Background: an optimization exercise with open tools, aiming at small area, a short achievable clock period and few clock cycles per item. Do not read the settings as production practice. The RTL was checked by simulation tests, not by an equivalence proof against the original design. Power is estimated from default activity; no workload was simulated.

==> 07-10 <==
Design exu_top, start of the top module:
module exu_top
(
	input  logic                    clk,
	input  logic                    arst_n_i,
	input  logic                    req_valid_i,
	input  logic [5-1:0]    req_op_i,
	input  logic [32-1:0]    req_opa_i,
	input  logic [32-1:0]    req_opb_i,
	input  logic [5-1:0]  req_rd_i,
	output logic                    wb_valid_o,
	output logic [5-1:0]  wb_rd_o,
	output logic                    wb_we_o,
	output logic [32-1:0]    wb_data_o,
	output logic                    busy_o
);
clock: 24.0 ns
lec_check: 0
abc_area: 1
cap_margin: 20
core_margin: 2
core_utilization: 40
slew_margin: 20
standard.sh (not shown) runs the stock make flow with config.mk's settings and CLKGATE_MAP_FILE= SYNTH_SCRIPT=/design/flow/synth_recipe.tcl, a recipe that flattens the netlist after the stock synthesis.
==> flow/flow/run.sh <==
#!/bin/bash
# Layout flow: the standard layout (standard.sh, which runs the standard
# synthesis unchanged) at the design's clock and constraints, with two
# changes to how the layout is optimised:
#  - the input and output port buffers are a plain sky130_fd_sc_hd__buf_4
#    rather than the delay buffer buffer_ports picks by itself (every port
#    still gets its own buffer);
#  - repair_timing keeps working until the setup slack is 18 ns, that is
#    until paths fit in about 6 ns, instead of stopping at any positive slack.
set -euo pipefail
cd "$(dirname "$0")/.."
bash standard.sh \
	"BUFFER_PORTS_ARGS=-buffer_cell sky130_fd_sc_hd__buf_4" \
	SETUP_SLACK_MARGIN=18 \
	finish > standard.log 2>&1
==> 01-09 (differences from 07-10) <==
--- a/flow/design.v
+++ b/flow/design.v
@@ -32,15 +32,16 @@
 	} exu_hilo_wr_t;
 endpackage
 import exu_pkg::*;
 module exu_hilo
 (
 	input  logic          clk,
 	input  logic          arst_n_i,
-	input  logic          div_wr_i,
+	input  logic          div_wr_hi_i,
+	input  logic          div_wr_lo_i,
 	input  logic [31:0]   div_hi_i,
 	input  logic [31:0]   div_lo_i,
 	input  logic          mul_wr_i,
 	input  logic [31:0]   mul_hi_i,
 	input  logic [31:0]   mul_lo_i,
 	input  logic          hi_we_i,
 	input  logic          lo_we_i,
@@ -55,21 +56,21 @@
 		begin
 			hilo_q <= '0;
 		end
 		else
 		begin
 			if (hi_we_i)
 				hilo_q.hi <= hi_i;
-			else if (div_wr_i)
+			else if (div_wr_hi_i)
 				hilo_q.hi <= div_hi_i;
 			else if (mul_wr_i)
 				hilo_q.hi <= mul_hi_i;
 			if (lo_we_i)
 				hilo_q.lo <= lo_i;
-			else if (div_wr_i)
+			else if (div_wr_lo_i)
 				hilo_q.lo <= div_lo_i;
 			else if (mul_wr_i)
 				hilo_q.lo <= mul_lo_i;
 		end
 	end
 	assign hilo_o = hilo_q;
 endmodule
@@ -1138,22 +1139,25 @@
 endmodule
 import exu_pkg::*;
 module exu_div
 (
 	input  logic          clk,
 	input  logic          arst_n_i,
 	input  logic          start_i,
+	input  logic          drop_hi_i,
+	input  logic          drop_lo_i,
 	input  logic          signed_i,
 	input  logic [31:0]   opa_i,
 	input  logic [31:0]   opb_i,
-	output logic          run_nx_o,
-	output logic          run_more_nx_o,
-	output logic          wr_o,
-	output logic [31:0]   wr_hi_o,
-	output logic [31:0]   wr_lo_o
+	output logic          hi_more_nx_o,
+	output logic          lo_more_nx_o,
+	output logic          wr_hi_o,
+	output logic          wr_lo_o,
+	output logic [31:0]   hi_o,
+	output logic [31:0]   lo_o
 );
 	localparam int G  = 1;
 	localparam int M  = 2 * G;
 	localparam int LM = $clog2(M);
 	localparam int XB = 32 + M;
 	localparam int W  = XB + 3;
 	function automatic logic [5:0] clz32(input logic [31:0] v);
@@ -1177,14 +1181,18 @@
 			clz32 = {1'b0, z16, z8, z4, z2, z1};
 	endfunction
 	typedef enum logic [1:0] {S_IDLE, S_ITER, S_FIN} st_e;
 	st_e               st_q;
 	st_e               st_d;
 	logic [4:0]        cnt_q;
 	logic [4:0]        cnt_d;
+	logic              hi_en_q;
+	logic              lo_en_q;
+	logic              hi_en_d;
+	logic              lo_en_d;
 	logic              a_neg;
 	logic              b_neg;
 	logic [31:0]       a_mag;
 	logic [31:0]       b_mag;
 	logic [5:0]        clza;
 	logic [5:0]        clzb;
 	logic [5:0]        clzb_raw;
@@ -1252,26 +1260,40 @@
 				cnt_d = cnt_q - 1'b1;
 				if (cnt_q == '0)
 					st_d = S_FIN;
 			end
 			default:
 				st_d = S_IDLE;
 		endcase
+		hi_en_d = hi_en_q && !drop_hi_i;
+		lo_en_d = lo_en_q && !drop_lo_i;
 		if (start_i)
 		begin
-			st_d  = short ? S_FIN : S_ITER;
-			cnt_d = kk >> LM;
+			st_d    = short ? S_FIN : S_ITER;
+			cnt_d   = kk >> LM;
+			hi_en_d = 1'b1;
+			lo_en_d = 1'b1;
 		end
+		else if (!hi_en_d && !lo_en_d)
+			st_d = S_IDLE;
 	end
 	always_ff @(posedge clk or negedge arst_n_i)
 	begin
 		if (!arst_n_i)
-			st_q <= S_IDLE;
+		begin
+			st_q    <= S_IDLE;
+			hi_en_q <= 1'b0;
+			lo_en_q <= 1'b0;
+		end
 		else
-			st_q <= st_d;
+		begin
+			st_q    <= st_d;
+			hi_en_q <= hi_en_d;
+			lo_en_q <= lo_en_d;
+		end
 	end
 	always_ff @(posedge clk)
 	begin
 		cnt_q <= cnt_d;
 		if (start_i)
 		begin
 			rem_q   <= a_mag;
@@ -1284,19 +1306,20 @@
 		else if (st_q == S_ITER)
 		begin
 			rem_q <= rem_it;
 			quo_q <= quo_it;
 			x_q   <= x_it;
 		end
 	end
-	assign run_nx_o      = (st_d == S_ITER);
-	assign run_more_nx_o = (st_d == S_ITER) && (cnt_d != '0);
-	assign wr_o    = (st_q == S_FIN);
-	assign wr_hi_o = r_neg_q ? -rem_q : rem_q;
-	assign wr_lo_o = dz_q ? '1 : (q_neg_q ? -quo_q : quo_q);
+	assign hi_more_nx_o = (st_d == S_ITER) && (cnt_d != '0) && hi_en_d;
+	assign lo_more_nx_o = (st_d == S_ITER) && (cnt_d != '0) && lo_en_d;
+	assign wr_hi_o = (st_q == S_FIN) && hi_en_q;
+	assign wr_lo_o = (st_q == S_FIN) && lo_en_q;
+	assign hi_o    = r_neg_q ? -rem_q : rem_q;
+	assign lo_o    = dz_q ? '1 : (q_neg_q ? -quo_q : quo_q);
 endmodule
 import exu_pkg::*;
 module exu_top
 (
 	input  logic                    clk,
 	input  logic                    arst_n_i,
 	input  logic                    req_valid_i,
@@ -1320,68 +1343,63 @@
 			neg[i] = by[2*i+2];
 		end
 		booth9 = {neg, two, one};
 	endfunction
 	function automatic logic uses_mul(input logic [5-1:0] op);
 		uses_mul = (op == OP_MUL) || (op == OP_MULT) || (op == OP_MULTU);
 	endfunction
-	function automatic logic uses_hilo(input logic [5-1:0] op);
-		case (op)
-			OP_MFHI, OP_MFLO, OP_MTHI, OP_MTLO, OP_MULT, OP_MULTU, OP_DIV, OP_DIVU:
-				uses_hilo = 1'b1;
-			default:
-				uses_hilo = 1'b0;
-		endcase
-	endfunction
 	logic                   busy_q;
 	logic                   v1_q;
-	logic                   hl1_q;
 	exu_pkg::exu_op_e       op1_q;
 	logic [XLEN-1:0]        a1_q;
 	logic [XLEN-1:0]        b1_q;
 	logic [5-1:0] rd1_q;
 	logic                   dv1_q;
 	logic                   sd1_q;
 	logic                   ms1_q;
 	logic [26:0]            bd1_q;
 	logic                   ml1_q;
-	logic                   div_run_nx;
-	logic                   div_more_nx;
+	logic                   div_hi_nx;
+	logic                   div_lo_nx;
 	logic                   v1_nx;
-	logic                   hl1_nx;
-	logic                   dv1_nx;
+	logic                   rh1_nx;
+	logic                   rl1_nx;
+	logic                   rh1_q;
+	logic                   rl1_q;
 	logic                   ml1_nx;
 	logic                   mf1_nx;
 	logic                   mf1_q;
 	assign busy_o = busy_q;
 	assign v1_nx  = busy_q ? v1_q  : req_valid_i;
-	assign hl1_nx = busy_q ? hl1_q : uses_hilo(req_op_i);
-	assign dv1_nx = busy_q ? dv1_q : ((req_op_i == OP_DIV) || (req_op_i == OP_DIVU));
+	assign rh1_nx = busy_q ? rh1_q : (req_op_i == OP_MFHI);
+	assign rl1_nx = busy_q ? rl1_q : (req_op_i == OP_MFLO);
 	assign ml1_nx = busy_q ? ml1_q : uses_mul(req_op_i);
 	assign mf1_nx = busy_q ? mf1_q : ((req_op_i == OP_MFHI) || (req_op_i == OP_MFLO));
 	always_ff @(posedge clk or negedge arst_n_i)
 	begin
 		if (!arst_n_i)
 		begin
 			v1_q   <= 1'b0;
 			busy_q <= 1'b0;
 		end
 		else
 		begin
 			v1_q   <= v1_nx;
-			busy_q <= (v1_nx && hl1_nx && (dv1_nx ? div_run_nx : div_more_nx)) ||
+			busy_q <= (v1_nx && rh1_nx && div_hi_nx) ||
+				  (v1_nx && rl1_nx && div_lo_nx) ||
 				  (v1_nx && ml1_nx && go1 && ml1_q) ||
 				  (v1_nx && mf1_nx && go1 && (op1_q == OP_MULT || op1_q == OP_MULTU));
 		end
 	end
 	always_ff @(posedge clk)
 	begin
 		if (!busy_q)
 		begin
-			hl1_q <= uses_hilo(req_op_i);
+			rh1_q <= (req_op_i == OP_MFHI);
+			rl1_q <= (req_op_i == OP_MFLO);
 			dv1_q <= (req_op_i == OP_DIV) || (req_op_i == OP_DIVU);
 			sd1_q <= (req_op_i == OP_DIV);
 			ms1_q <= (req_op_i == OP_MUL) || (req_op_i == OP_MULT);
 			bd1_q <= booth9({req_opb_i[17:0], 1'b0});
 			ml1_q <= uses_mul(req_op_i);
 			mf1_q <= (req_op_i == OP_MFHI) || (req_op_i == OP_MFLO);
 			op1_q <= exu_pkg::exu_op_e'(req_op_i);
@@ -1421,30 +1439,34 @@
 		.two_i   (p2_q ? bd2_q[17:9] : bd1_q[17:9]),
 		.neg_i   (p2_q ? bd2_q[26:18] : bd1_q[26:18]),
 		.cs_s_i  (p2_q ? ms2_q[63:18] : '0),
 		.cs_c_i  (p2_q ? mc2_q[63:18] : '0),
 		.s_o     (mul_s),
 		.c_o     (mul_c)
 	);
-	logic        div_wr;
+	logic        div_wr_hi;
+	logic        div_wr_lo;
 	logic [31:0] div_hi;
 	logic [31:0] div_lo;
 	exu_div i_exu_div
 	(
 		.clk        (clk),
 		.arst_n_i   (arst_n_i),
 		.start_i    (go1 && dv1_q),
+		.drop_hi_i  (go1 && ((op1_q == OP_MTHI) || (op1_q == OP_MULT) || (op1_q == OP_MULTU))),
+		.drop_lo_i  (go1 && ((op1_q == OP_MTLO) || (op1_q == OP_MULT) || (op1_q == OP_MULTU))),
 		.signed_i   (sd1_q),
 		.opa_i      (a1_q),
 		.opb_i      (b1_q),
-		.run_nx_o       (div_run_nx),
-		.run_more_nx_o  (div_more_nx),
-		.wr_o       (div_wr),
-		.wr_hi_o    (div_hi),
-		.wr_lo_o    (div_lo)
+		.hi_more_nx_o  (div_hi_nx),
+		.lo_more_nx_o  (div_lo_nx),
+		.wr_hi_o    (div_wr_hi),
+		.wr_lo_o    (div_wr_lo),
+		.hi_o       (div_hi),
+		.lo_o       (div_lo)
 	);
 	logic                   gpr2_q;
 	logic [5-1:0] rd2_q;
 	logic                   we2_q;
 	logic [XLEN-1:0]        res2_q;
 	logic                   mul2_q;
 	logic                   mfhi2_q;
@@ -1504,16 +1526,16 @@
 	always_ff @(posedge clk)
 	begin
 		hs3_q <= mul_s[45:14];
 		hc3_q <= mul_c[45:14];
 		cy3_q <= prod_lo[XLEN];
 		lo3_q <= prod_lo[XLEN-1:0];
 	end
-	assign hilo_cur.hi = div_wr ? div_hi : hilo.hi;
-	assign hilo_cur.lo = div_wr ? div_lo : hilo.lo;
+	assign hilo_cur.hi = div_wr_hi ? div_hi : hilo.hi;
+	assign hilo_cur.lo = div_wr_lo ? div_lo : hilo.lo;
 	always_comb
 	begin
 		if (mul2_q)
 			wb_data_d = prod_lo[XLEN-1:0];
 		else if (mfhi2_q)
 			wb_data_d = hilo_cur.hi;
 		else if (mflo2_q)
@@ -1521,15 +1543,16 @@
 		else
 			wb_data_d = res2_q;
 	end
 	exu_hilo i_exu_hilo
 	(
 		.clk       (clk),
 		.arst_n_i  (arst_n_i),
-		.div_wr_i  (div_wr),
+		.div_wr_hi_i (div_wr_hi),
+		.div_wr_lo_i (div_wr_lo),
 		.div_hi_i  (div_hi),
 		.div_lo_i  (div_lo),
 		.mul_wr_i  (mlt3_q),
 		.mul_hi_i  (hs3_q + hc3_q + {{(XLEN-1){1'b0}}, cy3_q}),
 		.mul_lo_i  (lo3_q),
 		.hi_we_i   (v2_q && mthi2_q),
 		.lo_we_i   (v2_q && mtlo2_q),
==> qor summary <==
metric	01-09	07-10
Status	finished clean	finished clean
Layout clock buffers	94	93
Fraction of met1 tracks used by global routing	0.4455	0.4455
Clock tree skew after final layout	0.03384 ns	0.05165 ns
Inserted Clock Buffers	67	68
Number of multi-input logic gates	5400	5363
Post-DR wirelength/cell	25.58 µm	25.67 µm
Area of the multi-input gates	36520 µm²	36350 µm²
Die area	139200 µm²	138500 µm²
Top cell type's share of synthesized area	0.1242	0.1248
Final core utilization	0.4451	0.4440
#FFs+latches synth	550	547
Post-synthesis share of cell area spent on full adders, half adders and majority gates	0.1983	0.1994
Sequential cells	550	547
Fraction of area in non-clock buffers	0.03757	0.03898
Max Clock Freq	0.1656 GHz	0.1669 GHz
Part of the total power dissipated in the clock network	0.153	0.099
Register area share after synthesis	0.2388	0.2388
Sw power	3.652 mW	5.768 mW
Testbench counts of 07-10, summed over its fixed seeds: cycles 27,892, ops 24,016.
Testbench counts of 01-09, summed over its fixed seeds: cycles 25,600, ops 24,016.

[re-timing with driven ports]
In the flow no input, the clock included, has a driving cell. The finished layouts below were timed again as built, in two steps. Step 1, drivers: a clkbuf_16 drives clk and a buf_2 each remaining input, both assumed. Step 2 also shifts input and output timing later by t, the mid clock arrival at the registers, as if the neighbouring blocks saw the same clock. Three values: no drivers, after step 1, after step 2; two values: the first two.
run	shift t [ns]	setup slack, ns	hold slack, ns	worst setup path after step 2	pins driven straight from the clock port
07-10	0.757	18.008 / 17.923 / 17.670	0.326 / 0.326 / 0.326	input to register	1
01-09	0.759	17.963 / 17.885 / 17.765	0.326 / 0.326 / 0.326	input to register	1
After both steps every run listed still meets setup and hold. For 07-10, which loses most, drivers alone change the setup slack by -0.085 ns; drivers and shift together by -0.338 ns.
